What follows belongs to an exercise in optimizing a design on an open flow for small area, a short achievable clock period and few clock cycles per item; a production flow would make more cautious choices.
Only simulation tests tie the RTL to the original design; equivalence was not proved.

==> flow/design.v (outline; a module is shown in full before it is edited, if it fits) <==
// module dwpid_div: 70 lines
// module dwpid_mul_pa: 525 lines
// module dwpid_mul_pq: 496 lines
// module dwpid_mul_g18: 1031 lines
// module dwpid_mul_g16: 911 lines
// module dwpid_mul_ra: 383 lines
// module dwpid_mul_rb: 1128 lines
// module dwpid_div100: 395 lines
// module dwpid_lane: 158 lines
// module dual_wheel_incremental_pid_drive: 224 lines
module dual_wheel_incremental_pid_drive #(
	parameter int TICK_BITS = dwpid_pkg::TICK_BITS
) (
	input  logic                        clk,
	input  logic                        arst_n,
	input  logic                        psel,
	input  logic                        penable,
	input  logic                        pwrite,
	input  logic [4:0]                  paddr,
	input  logic [31:0]                 pwdata,
	output logic [31:0]                 prdata,
	output logic                        pready,
	input  logic                        in_valid,
	output logic                        in_stall,
	input  logic [2:0]                  cmd,
	input  logic signed [15:0]          speed,
	input  logic signed [TICK_BITS-1:0] left_ticks,
	input  logic signed [TICK_BITS-1:0] right_ticks,
	output logic                        out_valid,
	input  logic                        out_stall,
	output logic [15:0]                 left_duty,
	output logic [1:0]                  left_dir,
	output logic [15:0]                 right_duty,
	output logic [1:0]                  right_dir,
	output logic signed [15:0]          left_speed,
	output logic signed [15:0]          right_speed,
	output logic signed [31:0]          left_odometry,
	output logic signed [31:0]          right_odometry
);
  // ...
==> flow/run.sh <==
#!/bin/bash
# synth_recipe.tcl (not shown) runs the flow's synth.tcl, then flattens the netlist and writes it again
# the make line also repeats each setting of config.mk as NAME=value (left out here)
make -C /OpenROAD-flow-scripts/flow DESIGN_CONFIG=/design/flow/config.mk WORK_HOME=/design/flow/orfs CLKGATE_MAP_FILE= SYNTH_SCRIPT=/design/flow/synth_recipe.tcl finish
==> flow/config.mk <==
export PLATFORM = sky130hd
export DESIGN_NAME = dual_wheel_incremental_pid_drive
export DESIGN_NICKNAME = dual_wheel_incremental_pid_drive
export VERILOG_FILES = /design/flow/design.v
export SDC_FILE = /design/flow/constraint.sdc
export NUM_CORES = 4
export LEC_CHECK = 0
export CAP_MARGIN = 20
export CORE_MARGIN = 2
export CORE_UTILIZATION = 55
export SETUP_SLACK_MARGIN = 5
export SLEW_MARGIN = 20
==> flow/constraint.sdc <==
create_clock -name core_clock -period 12.0 [get_ports {clk}]
set_input_delay 2.4000 -clock core_clock [delete_from_list [all_inputs] [get_ports {clk}]]
set_output_delay 2.4000 -clock core_clock [all_outputs]
set_load 0.01 [all_outputs]
==> results.rst, run 1 <==
.. list-table::
   :header-rows: 1

   * - Metric
     - Value
   * - Via count normalized by instance count
     - 5.56
   * - Top register by number of flip-flops
     - cfg_q
   * - Cell count after placement
     - 23200
   * - GR met2 Demand/Resource
     - 52.6%
   * - Depth of the critical timing path with buffers and inverters included
     - 22
   * - Run status
     - timing/DRC/antenna clean
   * - DRC violations left
     - 0
   * - Number of global-route vias before repair
     - 137000
   * - Worst setup path end
     - u_left.p24[31]
   * - Remaining number of nets flagged by the antenna check after routing
     - 0
   * - IO Port Bufs
     - 226
   * - Total Nets Final
     - 22900
   * - Largest class
     - multi-input combinational cells
   * - Setup slack at placement
     - 4.35 ns
   * - Pin count of the biggest net entering global routing
     - 170
   * - Proportion of cell area spent on the clock network
     - 3.65%
   * - Placed wire-length estimate after detailed placement
     - 399000 um
   * - Total congestion overflow
     - 0
   * - CTS hold repair buffers
     - 0
   * - Antenna diodes
     - 11
   * - Fraction of post-synthesis cell area in the top cell type by area
     - 28.1%
   * - Inverters, non-clock
     - 3200
   * - Filler cell count
     - 29700
   * - Cell types with the highest counts after synthesis
     - sky130_fd_sc_hd__inv_1 (3195), sky130_fd_sc_hd__fa_1 (2657), sky130_fd_sc_hd__nand2_1 (2262), sky130_fd_sc_hd__and2_1 (1653), sky130_fd_sc_hd__ha_1 (1294)
   * - Fraction of area in multi-input gates
     - 60.4%
   * - Worst reg-to-reg setup slack
     - 5.29 ns
   * - Area overhead of the layout relative to synthesis
     - 8.02%
   * - Critical R2R Launch
     - cfg_q[60]
   * - Flip-flop count of the largest register, all copies and words added
     - 95
   * - Required time of the critical path
     - 12.74 ns
   * - Peak clock frequency supported by timing
     - 149 MHz
   * - Count of different cell masters after synthesis
     - 106
   * - Ratio of cells with drive above 1 in the final layout
     - 5.42%
   * - Via count
     - 131000
   * - Sequential cell count of the final layout
     - 1791
   * - Final setup viols
     - 0
Testbench counts, summed over its fixed seeds: cycles 2,152, items 2,048.
==> module dwpid_div, before the edit <==
module dwpid_div (
	input  logic        clk,
	input  logic        arst_n,
	input  logic        start,       
	input  logic [15:0] pwm_max,
	input  logic [14:0] lnorm,
	output logic [4:0]  remain,
	output logic [31:0] pwm_mul
);
	localparam int NCYC = 16;
	logic        load_q, busy_q;
	logic [4:0]  cnt_q;
	logic [14:0] den_q;
	logic [16:0] den3_q;
	logic [14:0] rem_q;
	logic [31:0] quo_q;
	logic [16:0] trial;
	logic [17:0] s1, s2, s3;
	logic [14:0] rem_n;
	logic [1:0]  qd;
	assign trial = {rem_q, quo_q[31:30]};
	assign s1    = {1'b0, trial} - 18'(den_q);
	assign s2    = {1'b0, trial} - {2'b0, den_q, 1'b0};
	assign s3    = {1'b0, trial} - {1'b0, den3_q};
	always_comb begin
		if (!s3[17]) begin
			qd    = 2'd3;
			rem_n = s3[14:0];
		end else if (!s2[17]) begin
			qd    = 2'd2;
			rem_n = s2[14:0];
		end else if (!s1[17]) begin
			qd    = 2'd1;
			rem_n = s1[14:0];
		end else begin
			qd    = 2'd0;
			rem_n = trial[14:0];
		end
	end
	always_ff @(posedge clk or negedge arst_n) begin
		if (!arst_n) begin
			load_q <= 1'b0;
			busy_q <= 1'b0;
			cnt_q  <= '0;
			quo_q  <= dwpid_pkg::PWM_MUL_RESET;
		end else begin
			load_q <= start;
			if (load_q) begin
				busy_q <= 1'b1;
				cnt_q  <= 5'(NCYC);
				quo_q  <= {pwm_max[1:0], 15'd0, lnorm};
			end else if (busy_q) begin
				quo_q <= {quo_q[29:0], qd};
				cnt_q <= cnt_q - 5'd1;
				if (cnt_q == 5'd1) busy_q <= 1'b0;
			end
		end
	end
	always_ff @(posedge clk) begin
		if (load_q) begin
			den_q  <= lnorm;
			den3_q <= 17'(lnorm) + {1'b0, lnorm, 1'b0};
			rem_q  <= {1'b0, pwm_max[15:2]};
		end else if (busy_q) begin
			rem_q <= rem_n;
		end
	end
	assign pwm_mul = quo_q;
	assign remain = load_q ? 5'(NCYC + 1) : (busy_q ? cnt_q : 5'd0);
endmodule
==> run 2: changes to the inputs <==
--- a/flow/design.v
+++ b/flow/design.v
@@ -41,34 +41,28 @@
 	output logic [31:0] pwm_mul
 );
-	localparam int NCYC = 16;
+	localparam int NCYC = 8;
 	logic        load_q, busy_q;
-	logic [4:0]  cnt_q;
+	logic [3:0]  cnt_q;
 	logic [14:0] den_q;
 	logic [16:0] den3_q;
 	logic [14:0] rem_q;
 	logic [31:0] quo_q;
-	logic [16:0] trial;
-	logic [17:0] s1, s2, s3;
-	logic [14:0] rem_n;
-	logic [1:0]  qd;
-	assign trial = {rem_q, quo_q[31:30]};
-	assign s1    = {1'b0, trial} - 18'(den_q);
-	assign s2    = {1'b0, trial} - {2'b0, den_q, 1'b0};
-	assign s3    = {1'b0, trial} - {1'b0, den3_q};
-	always_comb begin
-		if (!s3[17]) begin
-			qd    = 2'd3;
-			rem_n = s3[14:0];
-		end else if (!s2[17]) begin
-			qd    = 2'd2;
-			rem_n = s2[14:0];
-		end else if (!s1[17]) begin
-			qd    = 2'd1;
-			rem_n = s1[14:0];
-		end else begin
-			qd    = 2'd0;
-			rem_n = trial[14:0];
-		end
-	end
+	logic [14:0] rem_a, rem_b;
+	logic [1:0]  qd_a, qd_b;
+	function automatic logic [16:0] step4(input logic [14:0] r, input logic [1:0] d,
+			input logic [14:0] den, input logic [16:0] den3);
+		logic [16:0] trial;
+		logic [17:0] s1, s2, s3;
+		trial = {r, d};
+		s1    = {1'b0, trial} - 18'(den);
+		s2    = {1'b0, trial} - {2'b0, den, 1'b0};
+		s3    = {1'b0, trial} - {1'b0, den3};
+		if (!s3[17])      step4 = {2'd3, s3[14:0]};
+		else if (!s2[17]) step4 = {2'd2, s2[14:0]};
+		else if (!s1[17]) step4 = {2'd1, s1[14:0]};
+		else              step4 = {2'd0, trial[14:0]};
+	endfunction
+	assign {qd_a, rem_a} = step4(rem_q, quo_q[31:30], den_q, den3_q);
+	assign {qd_b, rem_b} = step4(rem_a, quo_q[29:28], den_q, den3_q);
 	always_ff @(posedge clk or negedge arst_n) begin
 		if (!arst_n) begin
@@ -81,10 +75,10 @@
 			if (load_q) begin
 				busy_q <= 1'b1;
-				cnt_q  <= 5'(NCYC);
+				cnt_q  <= 4'(NCYC);
 				quo_q  <= {pwm_max[1:0], 15'd0, lnorm};
 			end else if (busy_q) begin
-				quo_q <= {quo_q[29:0], qd};
-				cnt_q <= cnt_q - 5'd1;
-				if (cnt_q == 5'd1) busy_q <= 1'b0;
+				quo_q <= {quo_q[27:0], qd_a, qd_b};
+				cnt_q <= cnt_q - 4'd1;
+				if (cnt_q == 4'd1) busy_q <= 1'b0;
 			end
 		end
@@ -96,9 +90,9 @@
 			rem_q  <= {1'b0, pwm_max[15:2]};
 		end else if (busy_q) begin
-			rem_q <= rem_n;
+			rem_q <= rem_b;
 		end
 	end
 	assign pwm_mul = quo_q;
-	assign remain = load_q ? 5'(NCYC + 1) : (busy_q ? cnt_q : 5'd0);
+	assign remain = load_q ? 5'(NCYC + 1) : (busy_q ? 5'(cnt_q) : 5'd0);
 endmodule
 module dwpid_mul_pa (
==> run 2 against run 1 <==
Still clean; synthesized area increased by 0.71%; clock-buffer cell count decreased by 31; first-iteration DRC count increased by 16%; core utilization increased by 0.091 points; critical path depth increased by 3; cell count decreased by 0.17%; sequential cell count decreased by 1; critical path type unchanged; critical endpoint is now u_left.p04[34]; largest cell class unchanged; highest routed layer unchanged.
==> results.rst, run 2 <==
.. list-table::
   :header-rows: 1

   * - Metric
     - Value
   * - RSZ-0062 raised after global routing
     - yes
   * - Post-synthesis instance total
     - 18900
   * - Routability congestion estimate
     - 0.896
   * - Sum of buffers and inverters on the critical path
     - 8
   * - MaxCap Viol Count
     - 0
   * - Commonest cells after routing, fill and taps aside
     - sky130_fd_sc_hd__inv_1 (3122), sky130_fd_sc_hd__fa_1 (2656), sky130_fd_sc_hd__nand2_1 (1980)
   * - Kind of cell adding the most delay to the critical path
     - adder cells
   * - H-tree level count
     - 4
   * - Ratio of cells with drive above 1 in the final layout
     - 6.63% (+1.2 points)
   * - Most common flop cell mapped by yosys
     - sky130_fd_sc_hd__edfxtp_1
   * - Std-Cell Core Area
     - 0.345 mm^2
   * - Endpoint type of the worst setup path
     - flip-flop
   * - Netlist area before placement
     - 0.190 mm^2
   * - TritonCTS buffer count
     - 210
   * - Worst reg-to-reg setup slack
     - 5.14 ns (-0.14 ns)
   * - Top register by number of flip-flops
     - cfg_q
   * - Count of different cell masters after synthesis
     - 110 (+3.8%)
   * - Area overhead of the layout relative to synthesis
     - 8.27%
   * - Arr. time, crit path
     - 7.51 ns
   * - Register area share after synthesis
     - 26.6%
   * - Site row count
     - 216
   * - Maximum buffer depth of the clock tree
     - 4
   * - Synth area leaders
     - sky130_fd_sc_hd__fa_1 (28%), sky130_fd_sc_hd__edfxtp_1 (20%), sky130_fd_sc_hd__ha_1 (8.8%)
   * - Buffer cell driving the clock tree root
     - sky130_fd_sc_hd__clkbuf_16
   * - Total count of hold-check failures in the final report
     - 0
   * - TritonCTS clock tree
     - built
   * - Required time of the critical path
     - 12.65 ns (-0.09 ns)
   * - Yosys warning total
     - 4
   * - Final hold slack
     - 0.354 ns
   * - Largest regs
     - cfg_q (95), u_left.kq_q (37), u_right.kq_q (37)
   * - Flop and latch count out of synthesis
     - 1790
   * - DRC violations left
     - 0 (unchanged)
   * - Beginning of the worst hold path
     - u_right.tk2[0]
   * - Worst slew slack as a fraction of its limit
     - 21.0%
   * - Final setup viols
     - 0 (unchanged)
   * - Number of detailed-route iterations in the first pass
     - 8
   * - Number of antenna violations at the first check in global routing
     - 17
   * - Critical Path Slowest Stage Cell
     - sky130_fd_sc_hd__edfxtp_1
   * - Final period demand of the worst path
     - 6.86 ns
   * - Most numerous cell in the Yosys netlist
     - sky130_fd_sc_hd__inv_1
   * - Transition time at the pin with the least slew margin
     - 1.18 ns
   * - Pin count of the biggest net entering global routing
     - 187 (+10%)
   * - Maximum cell stage delay along the critical path
     - 0.53 ns
   * - Flip-flop count of the largest register, all copies and words added
     - 95 (unchanged)
   * - Worst Hold Path Cells
     - 0
   * - Run status
     - timing/DRC/antenna clean
   * - CTS hold repair buffers
     - 0 (unchanged)
   * - Number of global-route vias before repair
     - 135000 (-1.5%)
   * - Class of the most critical hold timing path
     - flip-flop to flip-flop
   * - Depth of the worst register-to-register path
     - 25
   * - Fraction of post-synthesis cell area in the top cell type by area
     - 28.0% (-0.17 points)
   * - CTS clk-pin slew, worst paths
     - 0.07 ns
   * - Crit path max fanout
     - 6
   * - Via count
     - 132000 (+0.70%)
   * - Total negative setup slack
     - 0 ns
   * - Later-pin clock latency in the skew report
     - 0.97 ns
   * - Post-route clock skew
     - 0.0964 ns
   * - Most used cell, CP
     - sky130_fd_sc_hd__fa_1
   * - EDFF count, synth
     - 1245
   * - Effective utilization at floorplan
     - 55.1%
   * - Die H
     - 592 um
   * - First-pass GRT wire length
     - 812000 um
   * - Placed wire-length estimate after detailed placement
     - 392000 um (-1.6%)
   * - Remaining number of nets flagged by the antenna check after routing
     - 0 (unchanged)
   * - Overall track demand over capacity in global routing
     - 30.4%
   * - DRT iter0 DRCs
     - 9130
   * - Total congestion overflow
     - 0 (unchanged)
   * - Via count normalized by instance count
     - 5.61 (+0.86%)
   * - Leading cell type in the layout, fill and taps excluded
     - sky130_fd_sc_hd__inv_1
   * - Mean area per synthesized cell
     - 10.1 um^2
   * - Wire length per cell
     - 22.5 um
   * - Filler cell count
     - 29900 (+0.80%)
   * - Hold endpoint
     - u_right.tk3[0]
   * - End of the worst register-to-register path
     - u_left.p04[34]
   * - Fraction of the core area covered by cells at the end of the flow
     - 59.7%
   * - Crit Path Category
     - flip-flop to flip-flop
   * - Startpoint type of the worst setup path
     - flip-flop
   * - IO Port Bufs
     - 226 (unchanged)
   * - Dominant cell type by area after synthesis
     - sky130_fd_sc_hd__fa_1
   * - Peak clock frequency supported by timing
     - 146 MHz (-2.1%)
   * - Cell types with the highest counts after synthesis
     - sky130_fd_sc_hd__inv_1 (3127), sky130_fd_sc_hd__fa_1 (2660), sky130_fd_sc_hd__nand2_1 (1984), sky130_fd_sc_hd__and2_1 (1736), sky130_fd_sc_hd__ha_1 (1340)
   * - Fraction of registers with async set or reset after synthesis
     - 26.1%
   * - # IOs
     - 262
   * - Max-slew violations
     - 0
   * - Clock Sink Count
     - 1790
   * - Critical R2R Launch
     - u_left.e3[7]
   * - Total Nets Final
     - 22900 (-0.11%)
   * - Share of the cycle needed by the critical path after routing
     - 57.2%
   * - Die Area
     - 0.351 mm^2
   * - Chip width
     - 592 um
   * - Overall routed net length
     - 530000 um
## run 2: cell types whose count changed after synthesis, sizes merged, moves of 25 or more
cell | previous run | this run
nor2 | 673 | 613
clkbuf | 819 | 786
o21ai | 472 | 516
mux2i | 146 | 121
xor2 | 256 | 281
ha | 1294 | 1340
and2 | 1655 | 1737
nand2 | 2262 | 1984
mux2 | 213 | 315
inv | 3197 | 3128
## run 2: metal layers
layer / wire [um] / global-route usage (%) / vias up
li1: - / - / 60300
met1: 221000 / 40.2 / 67400
met2: 252000 / 50.5 / 3618
met3: 29900 / 4.11 / 900
met4: 26800 / 12.9 / 2
met5: 24 / 0 / -
## run 2: what timing repair did
action / 4_1_cts / 5_1_grt
setup buffers: 21 / 22
endpoints found under the setup margin: 81 / 75
cloned: 1 / 8
gates resized for setup: 92 / 165
pin swaps: 5 / 18
## run 2: worst reg2reg max path, delay by kind of cell (launching register included)
| family | cells | cell delay [ns] |
|---|---|---|
| AOI/OAI and AO/OA | 5 | 0.94 |
| DFF | 1 | 0.53 |
| buffers and inverters | 8 | 1.06 |
| adders and majority gates | 7 | 3.23 |
| and+or+nand+nor | 5 | 0.84 |
## run 2: final cells by class
cell class                 count  area (um^2)  area share, %
antenna                       33         82.6         0.0401
clock buffer                 251         5490           2.66
clock inverter               139         1480          0.716
inverter                    3132        11800           5.71
multi-input combinational  13100       125000           60.9
sequential                  1790        50700           24.6
tap                         4578         5730           2.78
timing repair buffer         550         5410           2.62
## run 2: how the worst max path moves through the flow
stage,startpoint,end,slack [ns],cells past startpoint
after global placement,u_div.quo_q[31],u_div.rem_q[10],3.89,26
after floorplan,out_stall,cmds[0],5.18,2
after detailed placement,u_div.quo_q[31],u_div.rem_q[10],3.82,26
after global routing,u_div.quo_q[31],u_div.rem_q[14],4.89,28
final,u_left.e3[7],u_left.p04[34],5.14,25
after CTS,u_left.e3[4],u_left.p04[31],4.96,23
## run 2: cells by family (layout without fill, tap and decap cells)
logic type               count (synthesis)  count (layout)  share of synthesized area (%)
AND/OR/NAND/NOR                       5442            5444                           14.3
adder cells (fa/ha/maj)               4000            4000                           36.8
buffers and inverters                 3989            4072                           7.93
AO/OA/AOI/OAI                         2444            2444                           8.37
flip-flops                            1790            1790                           26.6
XOR/XNOR                               738             738                           3.39
multiplexers                           445             445                           2.61
other                                    2              50                        0.00394
## run 2: stage by stage
stage / instances / cell area, um^2 / setup WS, ns
after global routing: 23600 / 206000 / 4.89
final: 23600 / 206000 / 5.14
after floorplan: 18900 / 191000 / 5.18
after global placement: 23100 / 198000 / 3.89
after detailed placement: 23100 / 198000 / 3.82
after CTS: 23500 / 205000 / 4.96
Testbench counts of run 2, summed over its fixed seeds: cycles 2,128, items 2,048.

what the ideal ports hide:
How much do the figures lean on ideal ports? The routed layouts below were timed once more, with nothing changed but the port constraints. Step 1, drivers: a clkbuf_16 drives clk and a buf_2 each remaining input, both assumed. Step 2 adds t to the input delays and takes it off the output delays; t is the mean of the earliest and latest rising clock arrival at the registers after step 1. Input paths then give back, and output paths get back, about the clock's delay inside the block. Three values: no drivers, after step 1, after step 2; two values: the first two.
run | t (ns) | setup WS [ns] | worst register clock-pin slew, ns | worst data-port slew with drivers (ns)
run 1 | 1.042 | 5.286 / 5.286 / 5.286 | 0.08 / 0.08 | 0.22
run 2 | 1.029 | 5.142 / 5.142 / 5.142 | 0.07 / 0.07 | 0.07
After both steps every run listed still meets setup and hold.
